From an optimization exercise on the open Yosys and OpenROAD flow, aimed at small area and a short achievable clock period; shortcuts taken in it are not production practice. Function was checked by simulation only, so behaviour that the tests miss may differ from the original. Power is estimated from default activity; no workload was simulated.

### run.sh
#!/bin/bash
# synth_recipe.tcl (not shown) runs the flow's synth.tcl, then flattens the netlist and writes it again
# the make line also repeats each setting of config.mk as NAME=value (left out here)
make -C /OpenROAD-flow-scripts/flow DESIGN_CONFIG=/design/flow/config.mk WORK_HOME=/design/flow/orfs CLKGATE_MAP_FILE= SYNTH_SCRIPT=/design/flow/synth_recipe.tcl finish
### config.mk
export PLATFORM = sky130hd
export DESIGN_NAME = csr_unit
export DESIGN_NICKNAME = csr_unit
export VERILOG_FILES = /design/flow/design.v
export SDC_FILE = /design/flow/constraint.sdc
export NUM_CORES = 4
export LEC_CHECK = 0
export CAP_MARGIN = 20
export CORE_MARGIN = 2
export CORE_UTILIZATION = 40
export SLEW_MARGIN = 20
### constraint.sdc
create_clock -name core_clock -period 6.0 [get_ports {clk}]
set_input_delay 1.2000 -clock core_clock [delete_from_list [all_inputs] [get_ports {clk}]]
set_output_delay 1.2000 -clock core_clock [all_outputs]
set_load 0.01 [all_outputs]
### design.v
package csr_pkg;
    localparam int XLEN       = 32;
    localparam int CSR_ADDR_W = 12;
    localparam logic [CSR_ADDR_W-1:0] csr_addr_mstatus   = 12'h300;
    localparam logic [CSR_ADDR_W-1:0] csr_addr_misa      = 12'h301;
    localparam logic [CSR_ADDR_W-1:0] csr_addr_mie       = 12'h304;
    localparam logic [CSR_ADDR_W-1:0] csr_addr_mtvec     = 12'h305;
    localparam logic [CSR_ADDR_W-1:0] csr_addr_mscratch  = 12'h340;
    localparam logic [CSR_ADDR_W-1:0] csr_addr_mepc      = 12'h341;
    localparam logic [CSR_ADDR_W-1:0] csr_addr_mcause    = 12'h342;
    localparam logic [CSR_ADDR_W-1:0] csr_addr_mtval     = 12'h343;
    localparam logic [CSR_ADDR_W-1:0] csr_addr_mip       = 12'h344;
    localparam logic [CSR_ADDR_W-1:0] csr_addr_mcycle    = 12'hb00;
    localparam logic [CSR_ADDR_W-1:0] csr_addr_minstret  = 12'hb02;
    localparam logic [CSR_ADDR_W-1:0] csr_addr_mcycleh   = 12'hb80;
    localparam logic [CSR_ADDR_W-1:0] csr_addr_minstreth = 12'hb82;
    localparam logic [CSR_ADDR_W-1:0] csr_addr_cycle     = 12'hc00;
    localparam logic [CSR_ADDR_W-1:0] csr_addr_time      = 12'hc01;
    localparam logic [CSR_ADDR_W-1:0] csr_addr_instret   = 12'hc02;
    localparam logic [CSR_ADDR_W-1:0] csr_addr_cycleh    = 12'hc80;
    localparam logic [CSR_ADDR_W-1:0] csr_addr_timeh     = 12'hc81;
    localparam logic [CSR_ADDR_W-1:0] csr_addr_instreth  = 12'hc82;
    localparam logic [CSR_ADDR_W-1:0] csr_addr_mhartid   = 12'hf14;
    localparam logic [CSR_ADDR_W-1:0] csr_addr_mtimecmp  = 12'h7c0;
    localparam logic [CSR_ADDR_W-1:0] csr_addr_mtimecmph = 12'h7c1;
    typedef enum logic [2:0] {
        csr_op_rw  = 3'b001,
        csr_op_rs  = 3'b010,
        csr_op_rc  = 3'b011,
        csr_op_rwi = 3'b101,
        csr_op_rsi = 3'b110,
        csr_op_rci = 3'b111
    } csr_op_e;
    localparam logic [XLEN-1:0] cause_msi = 32'd3;
    localparam logic [XLEN-1:0] cause_mti = 32'd7;
    localparam logic [XLEN-1:0] cause_mei = 32'd11;
    localparam logic [XLEN-1:0] misa_value = 32'h4000_0100;  
    typedef struct packed {
        logic [XLEN-9:0] zero_hi;
        logic            mpie;
        logic [2:0]      zero_mid;
        logic            mie;
        logic [2:0]      zero_lo;
    } mstatus_t;
    localparam int msi_bit = 3;
    localparam int mti_bit = 7;
    localparam int mei_bit = 11;
    localparam logic [XLEN-1:0] irq_mask = (32'd1 << msi_bit) | (32'd1 << mti_bit)
                                         | (32'd1 << mei_bit);
endpackage
module csr_decode (
    input  logic                              instruction_vld,
    input  logic [csr_pkg::XLEN-1:0]          instruction_pld,
    input  logic                              inst_rd_en,
    input  logic [csr_pkg::XLEN-1:0]          rs1_val,
    input  logic [csr_pkg::XLEN-1:0]          csr_rdata,
    output logic [csr_pkg::CSR_ADDR_W-1:0]    csr_addr,
    output logic                              csr_wren,
    output logic [csr_pkg::XLEN-1:0]          csr_wdata,
    output logic                              reg_wr_en
);
    logic [2:0]               funct3;
    logic [4:0]               uimm;
    logic [csr_pkg::XLEN-1:0] uimm_ext;
    logic                     is_csr_op;
    assign csr_addr = instruction_pld[31:20];
    assign funct3   = instruction_pld[14:12];
    assign uimm     = instruction_pld[19:15];    
    assign uimm_ext = {{(csr_pkg::XLEN-5){1'b0}}, uimm};
    always_comb begin
        is_csr_op = 1'b1;
        case (funct3)
            csr_pkg::csr_op_rw:  csr_wdata = rs1_val;
            csr_pkg::csr_op_rs:  csr_wdata = csr_rdata | rs1_val;
            csr_pkg::csr_op_rc:  csr_wdata = csr_rdata & ~rs1_val;
            csr_pkg::csr_op_rwi: csr_wdata = uimm_ext;
            csr_pkg::csr_op_rsi: csr_wdata = csr_rdata | uimm_ext;
            csr_pkg::csr_op_rci: csr_wdata = csr_rdata & ~uimm_ext;
            default: begin
                is_csr_op = 1'b0;    
                csr_wdata = '0;
            end
        endcase
    end
    assign csr_wren  = instruction_vld & is_csr_op;
    assign reg_wr_en = instruction_vld & inst_rd_en;    
endmodule
module csr_counters #(
    parameter logic [63:0] MTIMECMP_RESET = 64'h0000_0000_8000_0000
) (
    input  logic                              clk,
    input  logic                              rst_n,
    input  logic [csr_pkg::CSR_ADDR_W-1:0]    csr_addr,
    input  logic                              csr_wren,
    input  logic [csr_pkg::XLEN-1:0]          csr_wdata,
    output logic [63:0]                       cycle,
    output logic [63:0]                       mtimecmp,
    output logic                              timer_pend
);
    logic wr_cmp_lo;
    logic wr_cmp_hi;
    logic wr_cyc_lo;
    logic wr_cyc_hi;
    logic [63:0] cycle_inc;
    assign wr_cmp_lo = csr_wren & (csr_addr == csr_pkg::csr_addr_mtimecmp);
    assign wr_cmp_hi = csr_wren & (csr_addr == csr_pkg::csr_addr_mtimecmph);
    assign wr_cyc_lo = csr_wren & (csr_addr == csr_pkg::csr_addr_mcycle);
    assign wr_cyc_hi = csr_wren & (csr_addr == csr_pkg::csr_addr_mcycleh);
    assign cycle_inc = cycle + 64'd1;
    always_ff @(posedge clk or negedge rst_n) begin
        if (!rst_n) begin
            cycle <= '0;
        end else begin
            cycle[csr_pkg::XLEN-1:0] <= wr_cyc_lo ? csr_wdata : cycle_inc[csr_pkg::XLEN-1:0];
            cycle[63:csr_pkg::XLEN]  <= wr_cyc_hi ? csr_wdata : cycle_inc[63:csr_pkg::XLEN];
        end
    end
    always_ff @(posedge clk or negedge rst_n) begin
        if (!rst_n) begin
            mtimecmp <= MTIMECMP_RESET;
        end else begin
            if (wr_cmp_lo) begin
                mtimecmp[csr_pkg::XLEN-1:0] <= csr_wdata;
            end
            if (wr_cmp_hi) begin
                mtimecmp[63:csr_pkg::XLEN] <= csr_wdata;
            end
        end
    end
    assign timer_pend = cycle > mtimecmp;    
endmodule
module csr_trap_regs #(
    parameter logic [csr_pkg::XLEN-1:0] MSCRATCH_RESET = 32'hb000_0000,
    parameter logic [csr_pkg::XLEN-1:0] HART_ID        = 32'd1,
    parameter logic                     MEIE_RESET     = 1'b1
) (
    input  logic                              clk,
    input  logic                              rst_n,
    input  logic [csr_pkg::CSR_ADDR_W-1:0]    csr_addr,
    input  logic                              csr_wren,
    input  logic [csr_pkg::XLEN-1:0]          csr_wdata,
    input  logic                              trap_vld,
    input  logic [csr_pkg::XLEN-1:0]          trap_pc,
    input  logic [csr_pkg::XLEN-1:0]          trap_cause,
    input  logic [csr_pkg::XLEN-1:0]          trap_tval,
    input  logic                              mret_en,
    input  logic [63:0]                       cycle,
    input  logic [63:0]                       mtimecmp,
    input  logic [63:0]                       instret,
    input  logic [csr_pkg::XLEN-1:0]          mip_q,
    output logic [csr_pkg::XLEN-1:0]          csr_rdata,
    output logic                              mstatus_mie,
    output logic [csr_pkg::XLEN-1:0]          mie_q,
    output logic [csr_pkg::XLEN-1:0]          mtvec_val,
    output logic [csr_pkg::XLEN-1:0]          mepc_val
);
    localparam logic [csr_pkg::XLEN-1:0] MIE_RESET_VAL =
        {{(csr_pkg::XLEN-1){1'b0}}, MEIE_RESET} << csr_pkg::mei_bit;
    csr_pkg::mstatus_t        mstatus_q;
    csr_pkg::mstatus_t        mstatus_wr;
    logic [csr_pkg::XLEN-1:0] mtvec_q;
    logic [csr_pkg::XLEN-1:0] mepc_q;
    logic [csr_pkg::XLEN-1:0] mcause_q;
    logic [csr_pkg::XLEN-1:0] mtval_q;
    logic [csr_pkg::XLEN-1:0] mscratch_q;
    logic wr_mstatus;
    logic wr_mie;
    logic wr_mtvec;
    logic wr_mepc;
    logic wr_mcause;
    logic wr_mtval;
    logic wr_mscratch;
    assign mstatus_wr  = csr_pkg::mstatus_t'(csr_wdata);
    assign wr_mstatus  = csr_wren & (csr_addr == csr_pkg::csr_addr_mstatus);
    assign wr_mie      = csr_wren & (csr_addr == csr_pkg::csr_addr_mie);
    assign wr_mtvec    = csr_wren & (csr_addr == csr_pkg::csr_addr_mtvec);
    assign wr_mepc     = csr_wren & (csr_addr == csr_pkg::csr_addr_mepc);
    assign wr_mcause   = csr_wren & (csr_addr == csr_pkg::csr_addr_mcause);
    assign wr_mtval    = csr_wren & (csr_addr == csr_pkg::csr_addr_mtval);
    assign wr_mscratch = csr_wren & (csr_addr == csr_pkg::csr_addr_mscratch);
    always_ff @(posedge clk or negedge rst_n) begin
        if (!rst_n) begin
            mstatus_q <= '0;
        end else if (trap_vld) begin
            mstatus_q.mpie <= mstatus_q.mie;
            mstatus_q.mie  <= 1'b0;
        end else if (mret_en) begin
            mstatus_q.mie  <= mstatus_q.mpie;
            mstatus_q.mpie <= 1'b1;
        end else if (wr_mstatus) begin
            mstatus_q.mie  <= mstatus_wr.mie;
            mstatus_q.mpie <= mstatus_wr.mpie;
        end
    end
    always_ff @(posedge clk or negedge rst_n) begin
        if (!rst_n) begin
            mie_q <= MIE_RESET_VAL;    
        end else if (wr_mie) begin
            mie_q <= csr_wdata & csr_pkg::irq_mask;
        end
    end
    always_ff @(posedge clk or negedge rst_n) begin
        if (!rst_n) begin
            mtvec_q <= '0;
        end else if (wr_mtvec) begin
            mtvec_q[csr_pkg::XLEN-1:2] <= csr_wdata[csr_pkg::XLEN-1:2];
            if (!csr_wdata[1]) begin
                mtvec_q[1:0] <= csr_wdata[1:0];
            end
        end
    end
    always_ff @(posedge clk or negedge rst_n) begin
        if (!rst_n) begin
            mepc_q   <= '0;
            mcause_q <= '0;
            mtval_q  <= '0;
        end else if (trap_vld) begin
            mepc_q   <= trap_pc;
            mcause_q <= trap_cause;
            mtval_q  <= trap_cause[csr_pkg::XLEN-1] ? '0 : trap_tval;  
        end else begin
            if (wr_mepc) begin
                mepc_q <= csr_wdata;
            end
            if (wr_mcause) begin
                mcause_q <= csr_wdata;
            end
            if (wr_mtval) begin
                mtval_q <= csr_wdata;
            end
        end
    end
    always_ff @(posedge clk or negedge rst_n) begin
        if (!rst_n) begin
            mscratch_q <= MSCRATCH_RESET;
        end else if (wr_mscratch) begin
            mscratch_q <= csr_wdata;
        end
    end
    always_comb begin
        case (csr_addr)
            csr_pkg::csr_addr_mstatus:   csr_rdata = mstatus_q;
            csr_pkg::csr_addr_misa:      csr_rdata = csr_pkg::misa_value;
            csr_pkg::csr_addr_mie:       csr_rdata = mie_q;
            csr_pkg::csr_addr_mtvec:     csr_rdata = mtvec_q;
            csr_pkg::csr_addr_mscratch:  csr_rdata = mscratch_q;
            csr_pkg::csr_addr_mepc:      csr_rdata = mepc_q;
            csr_pkg::csr_addr_mcause:    csr_rdata = mcause_q;
            csr_pkg::csr_addr_mtval:     csr_rdata = mtval_q;
            csr_pkg::csr_addr_mip:       csr_rdata = mip_q;
            csr_pkg::csr_addr_mhartid:   csr_rdata = HART_ID;
            csr_pkg::csr_addr_mcycle,
            csr_pkg::csr_addr_cycle,
            csr_pkg::csr_addr_time:      csr_rdata = cycle[csr_pkg::XLEN-1:0];
            csr_pkg::csr_addr_mcycleh,
            csr_pkg::csr_addr_cycleh,
            csr_pkg::csr_addr_timeh:     csr_rdata = cycle[63:csr_pkg::XLEN];
            csr_pkg::csr_addr_minstret,
            csr_pkg::csr_addr_instret:   csr_rdata = instret[csr_pkg::XLEN-1:0];
            csr_pkg::csr_addr_minstreth,
            csr_pkg::csr_addr_instreth:  csr_rdata = instret[63:csr_pkg::XLEN];
            csr_pkg::csr_addr_mtimecmp:  csr_rdata = mtimecmp[csr_pkg::XLEN-1:0];
            csr_pkg::csr_addr_mtimecmph: csr_rdata = mtimecmp[63:csr_pkg::XLEN];
            default:                     csr_rdata = '0;
        endcase
    end
    assign mstatus_mie = mstatus_q.mie;
    assign mtvec_val   = mtvec_q;
    assign mepc_val    = mepc_q;
endmodule
module csr_intr_gen (
    input  logic                              clk,
    input  logic                              rst_n,
    input  logic [csr_pkg::CSR_ADDR_W-1:0]    csr_addr,
    input  logic                              csr_wren,
    input  logic [csr_pkg::XLEN-1:0]          csr_wdata,
    input  logic                              intr_meip,
    input  logic                              intr_msip,
    input  logic                              timer_pend,
    input  logic                              mstatus_mie,
    input  logic [csr_pkg::XLEN-1:0]          mie_q,
    input  logic                              intr_rdy,
    output logic [csr_pkg::XLEN-1:0]          mip_q,
    output logic                              intr_vld,
    output logic [csr_pkg::XLEN-1:0]          intr_op
);
    logic [csr_pkg::XLEN-1:0] mip_src;
    logic [csr_pkg::XLEN-1:0] pend;
    logic                     src_any;
    logic                     wr_mip;
    logic                     intr_taken;
    always_comb begin
        mip_src                   = '0;
        mip_src[csr_pkg::mei_bit] = intr_meip;
        mip_src[csr_pkg::msi_bit] = intr_msip & ~intr_meip;
        mip_src[csr_pkg::mti_bit] = timer_pend & ~intr_msip & ~intr_meip;
    end
    assign src_any    = intr_meip | intr_msip | timer_pend;
    assign wr_mip     = csr_wren & (csr_addr == csr_pkg::csr_addr_mip);
    assign intr_taken = intr_vld & intr_rdy;
    always_ff @(posedge clk or negedge rst_n) begin
        if (!rst_n) begin
            mip_q <= '0;
        end else if (intr_taken) begin
            mip_q <= '0;     
        end else if (src_any) begin
            mip_q <= mip_src;
        end else if (wr_mip) begin
            mip_q <= csr_wdata & csr_pkg::irq_mask;
        end
    end
    assign pend     = mie_q & mip_q;
    assign intr_vld = mstatus_mie & (|pend);
    always_comb begin
        if (!intr_vld) begin
            intr_op = '0;
        end else if (pend[csr_pkg::mei_bit]) begin
            intr_op = csr_pkg::cause_mei;
        end else if (pend[csr_pkg::msi_bit]) begin
            intr_op = csr_pkg::cause_msi;
        end else begin
            intr_op = csr_pkg::cause_mti;
        end
    end
endmodule
module csr_unit #(
    parameter logic [csr_pkg::XLEN-1:0] MSCRATCH_RESET = 32'hb000_0000,
    parameter logic [csr_pkg::XLEN-1:0] HART_ID        = 32'd1,
    parameter logic [63:0]              MTIMECMP_RESET = 64'h0000_0000_8000_0000,
    parameter logic                     MEIE_RESET     = 1'b1
) (
    input  logic                          clk,
    input  logic                          rst_n,
    input  logic                          instruction_vld,
    input  logic [csr_pkg::XLEN-1:0]      instruction_pld,
    input  logic [4:0]                    inst_rd_idx,
    input  logic                          inst_rd_en,
    input  logic [csr_pkg::XLEN-1:0]      rs1_val,
    input  logic [63:0]                   instret,
    input  logic                          trap_vld,
    input  logic [csr_pkg::XLEN-1:0]      trap_pc,
    input  logic [csr_pkg::XLEN-1:0]      trap_cause,
    input  logic [csr_pkg::XLEN-1:0]      trap_tval,
    input  logic                          mret_en,
    input  logic                          intr_meip,
    input  logic                          intr_msip,
    input  logic                          intr_rdy,
    output logic [4:0]                    reg_index,
    output logic                          reg_wr_en,
    output logic [csr_pkg::XLEN-1:0]      reg_val,
    output logic                          intr_vld,
    output logic [csr_pkg::XLEN-1:0]      intr_op,
    output logic [csr_pkg::XLEN-1:0]      mtvec_val,
    output logic [csr_pkg::XLEN-1:0]      mepc_val
);
    logic [csr_pkg::CSR_ADDR_W-1:0] csr_addr;
    logic                           csr_wren;
    logic [csr_pkg::XLEN-1:0]       csr_wdata;
    logic [csr_pkg::XLEN-1:0]       csr_rdata;
    logic [63:0]                    cycle;
    logic [63:0]                    mtimecmp;
    logic                           timer_pend;
    logic [csr_pkg::XLEN-1:0]       mip_q;
    logic [csr_pkg::XLEN-1:0]       mie_q;
    logic                           mstatus_mie;
    assign reg_index = inst_rd_idx;
    assign reg_val   = csr_rdata;    
    csr_decode u_decode (
        .instruction_vld (instruction_vld),
        .instruction_pld (instruction_pld),
        .inst_rd_en      (inst_rd_en),
        .rs1_val         (rs1_val),
        .csr_rdata       (csr_rdata),
        .csr_addr        (csr_addr),
        .csr_wren        (csr_wren),
        .csr_wdata       (csr_wdata),
        .reg_wr_en       (reg_wr_en)
    );
    csr_counters #(
        .MTIMECMP_RESET (MTIMECMP_RESET)
    ) u_counters (
        .clk        (clk),
        .rst_n      (rst_n),
        .csr_addr   (csr_addr),
        .csr_wren   (csr_wren),
        .csr_wdata  (csr_wdata),
        .cycle      (cycle),
        .mtimecmp   (mtimecmp),
        .timer_pend (timer_pend)
    );
    csr_trap_regs #(
        .MSCRATCH_RESET (MSCRATCH_RESET),
        .HART_ID        (HART_ID),
        .MEIE_RESET     (MEIE_RESET)
    ) u_trap_regs (
        .clk         (clk),
        .rst_n       (rst_n),
        .csr_addr    (csr_addr),
        .csr_wren    (csr_wren),
        .csr_wdata   (csr_wdata),
        .trap_vld    (trap_vld),
        .trap_pc     (trap_pc),
        .trap_cause  (trap_cause),
        .trap_tval   (trap_tval),
        .mret_en     (mret_en),
        .cycle       (cycle),
        .mtimecmp    (mtimecmp),
        .instret     (instret),
        .mip_q       (mip_q),
        .csr_rdata   (csr_rdata),
        .mstatus_mie (mstatus_mie),
        .mie_q       (mie_q),
        .mtvec_val   (mtvec_val),
        .mepc_val    (mepc_val)
    );
    csr_intr_gen u_intr_gen (
        .clk         (clk),
        .rst_n       (rst_n),
        .csr_addr    (csr_addr),
        .csr_wren    (csr_wren),
        .csr_wdata   (csr_wdata),
        .intr_meip   (intr_meip),
        .intr_msip   (intr_msip),
        .timer_pend  (timer_pend),
        .mstatus_mie (mstatus_mie),
        .mie_q       (mie_q),
        .intr_rdy    (intr_rdy),
        .mip_q       (mip_q),
        .intr_vld    (intr_vld),
        .intr_op     (intr_op)
    );
endmodule
==> impl_metrics.toml <==
[outcome]
status = "finished clean"

[placed_design]
gp_congestion = 0.970
post-place-cells = 2773
dpl_cell_area_um2 = 21400
portBuffers = 321
hpwl_um = 56200

[power]
intPower_w = 0.00379
p_seq_share_pct = 42.1
pwr-share-comb_pct = 13.3
leakage_nw = 8.82
clkPwrFrac_pct = 44.6
powerDensity_nw_per_um2 = 227
ir_worst_vdd_v = 0.000213
switching_share_pct = 26.6
p_switching_w = 0.00137

[logic_synthesis]
seq_area_frac_synth_pct = 42.4
syn_area_um2 = 17400
yosysWarnings = 4
synth.top_cell.area_share_pct = 41.6
synth-seq-cells = 295
synth_top_flop_cell = "dfrtp_1"
yosys.area.top_type = "dfrtp_1"
synth-edff-count = 0
synthTopCellsByArea = "dfrtp_1 42%, o21ai_0 5.2%, ha_1 4.7%"
syn_inst = 1933
avgSynthCellArea_um2 = 9.01
synth_cell_type_count = 76
synthArstFlopShare_pct = 100

[worst_hold_path]
min_path_cells = 2
min_from = "u_trap_regs.mscratch_q[4]"
hp-class = "flop to flop"

[timing]
setup_violations = 0
whs_ns = 0.480
fmax_mhz = 178
tns_ns = 0
rsz0062_at_grt = "false"
slew_headroom_pct = 28.0
finalClockSkew_ns = 0.0209
hold_viol_final = 0
post-route-period-util_pct = 93.4
fin_crit_ns = 5.61
maxSlewViolCount = 0
worst_pin_slew_ns = 1.08

[die]
die-area_um2 = 45200
rows = 76
die_h_um = 213
ioPinCount = 373
initial_core_util_pct = 40.4
core_area_um2 = 43100
fp.dieW_um = 213

[critical_path]
crit_path_max_fanout = 18
cp.required_ns = 4.80
cp_data_arrival_time_ns = 4.41
startpoint_type = "input pin"
endpoint_kind = "primary output"
startpoint = "instruction_pld[31]"
r2r_start = "u_counters.cycle[28]"
ff2ff_path_depth = 8
crit_type = "input pin to primary output"

[routing]
drt-vias-per-instance = 6.05
vias = 17200
wl_per_cell_um = 27.1
ant_nets = 0
drt-pass1-iter-count = 8
drt_iter0_markers = 1833
wirelength_um = 76900
drcViolationCount = 0

[cells_and_area]
instances_no_fill = 2841
fin_nets = 2529
final_cell_mix = "318 x clkdlybuf4s50_1, 290 x dfrtp_1, 182 x o21ai_0"
multi_input_area_um2 = 9200
fin_area_um2 = 22700
synthToLayoutAreaGrowth_pct = 30.2
seq_area_um2 = 7390
n_fill_cell = 4092
drive_above_1_share_pct = 7.90
layout_commonest_cell = "clkdlybuf4s50_1"

[clocking]
cts_resized = 0
cts_buffers = 36
htreeDepth = 2
post_cts_buffers = 0
clkLatencyLatePin_ns = 0.56
clock_sinks = 295
cts_tree = "done"
clk_path_buf_depth = 3
cts.reportedPaths.clkPinSlew_ns = 0.05
clockRootBuffer = "clkbuf_16"
cts_hold_buffers = 0

[global_route]
grt_max_degree = 102
grt_pass1_wl_um = 111000
grt_usage_pct = 33.6
overflow = 0
antenna_found_initial = 5
grt_pass1_vias = 16800

[job]
maxCapViolCount = 0
-- synthesized netlist by cell type, types with 7 or more instances --
| library cell | number |
|---|---|
| a22o_1 | 11 |
| o22ai_1 | 33 |
| nand4_1 | 40 |
| clkbuf_1 | 96 |
| a211oi_1 | 11 |
| nor3_1 | 13 |
| mux2i_1 | 72 |
| and2_1 | 9 |
| a222oi_1 | 39 |
| and4_1 | 11 |
| nor2_1 | 139 |
| nand2_1 | 176 |
| mux2_2 | 7 |
| a21oi_1 | 153 |
| inv_1 | 77 |
| nor3b_1 | 30 |
| and3_1 | 17 |
| buf_4 | 36 |
| nor4_1 | 10 |
| buf_2 | 23 |
| o2bb2ai_1 | 15 |
| a221oi_1 | 30 |
| nor2b_1 | 7 |
| dfrtp_1 | 290 |
| a22oi_1 | 58 |
| xnor2_1 | 26 |
| buf_1 | 10 |
| a31oi_1 | 30 |
| xor2_1 | 38 |
| ha_1 | 65 |
| o21ai_0 | 182 |
| nand2b_1 | 25 |
| nand3_1 | 68 |
-- critical path: stages --
cell             delay [ns]
clkdlybuf4s50_1        0.60
nor4bb_2               0.74
and3_1                 0.31
buf_4                  0.30
buf_4                  0.24
a222oi_1               0.11
and4_1                 0.24
inv_1                  0.11
clkdlybuf4s50_1        0.55
-- cell families after synthesis --
| group | count (synthesis) | synth area share (%) |
|---|---|---|
| AOI/OAI and AO/OA | 612 | 22.5 |
| and+or+nand+nor | 574 | 16.4 |
| DFF | 295 | 42.4 |
| buffers and inverters | 243 | 6.18 |
| muxes | 79 | 4.59 |
| adders and majority gates | 65 | 4.67 |
| xor gates and xnor gates | 64 | 3.22 |
| other | 1 | 0.0215 |
-- flip-flops by register name (all words and copies together) (netlist names) --
name	cells
u_counters.cycle	64
u_counters.mtimecmp	64
u_trap_regs.mcause_q	32
u_trap_regs.mepc_q	32
u_trap_regs.mscratch_q	32
u_trap_regs.mtval_q	32
u_trap_regs.mtvec_q	31
u_intr_gen.mip_q	3
u_trap_regs.mie_q	3
u_trap_regs.mstatus_q	2
-- cell type report --
type	instances	area share (%)
Multi-Input combinational cell	1423	40.6
Timing Repair Buffer	392	16.9
Inverter	78	1.29
Sequential cell	295	32.6
Antenna cell	4	0.0441
Tap cell	585	3.23
Clock inverter	5	0.381
Clock buffer	59	5.07
-- path summary, 6_finish.rpt --
kind | end | slack [ns]
min in group asynchronous | u_counters.cycle[36] | 0.70
hold / removal | u_trap_regs.mscratch_q[4] | 0.48
hold reg to reg | u_trap_regs.mscratch_q[4] | 0.48
setup reg to reg | u_intr_gen.mip_q[7] | 2.65
max in group asynchronous | u_counters.cycle[50] | 4.01
setup / recovery | reg_val[26] | 0.39
-- metrics by stage --
step | utilization [%] | total power (W) | setup WS (ns)
6_report | 52.7 | 0.00516 | 0.394
3_5_place_dp | 49.7 | 0.00288 | 0.515
5_1_grt | 52.7 | 0.00532 | 0.304
3_3_place_gp | 49.7 | 0.00287 | 0.423
4_1_cts | 52.6 | 0.00517 | 0.497
2_1_floorplan | - | 0.00248 | 1.77
-- power groups by stage --
stage	Sequential (W)	Combinational, W	Clock [W]
final	0.00217	0.000687	0.00230
after detailed placement	0.00220	0.000676	0
after CTS	0.00217	0.000681	0.00232
after global routing	0.00218	0.000745	0.00239
after global placement	0.00220	0.000671	0
after floorplan	0.00218	0.000299	0
-- routing by layer --
metal / part of all wire, % / routed length [um] / track usage [%]
met1: 40 / 30500 / 43.5
met4: 5.6 / 4310 / 18.8
met3: 8.3 / 6370 / 5.22
met2: 46 / 35800 / 54.0
met5: 0.018 / 14 / 0

==> what the ideal ports hide <==
No port has a modelled driver above. Below, the same layout with a new extraction and two added sets of constraints.
Step 1, drivers: a clkbuf_16 drives clk and a buf_2 each remaining input, both assumed.
Step 2 moves the port delays by t, midway between the first and last clock arrival at a register: inputs arrive t later, outputs are due t later. That takes back most of the time a late clock gives input paths.
Three values: ideal, step 1, step 2; two values: the first two.
t (ns): 0.611
slack for setup (ns): 0.394 / 0.364 / 0.364
worst setup path at the end: input to output
worst register clock-pin slew, ns: 0.06 / 0.06
pins driven straight from the clock port: 1
After both steps setup and hold are still met in this run. For this run, drivers alone change the setup slack by -0.030 ns; drivers and shift together by -0.030 ns.
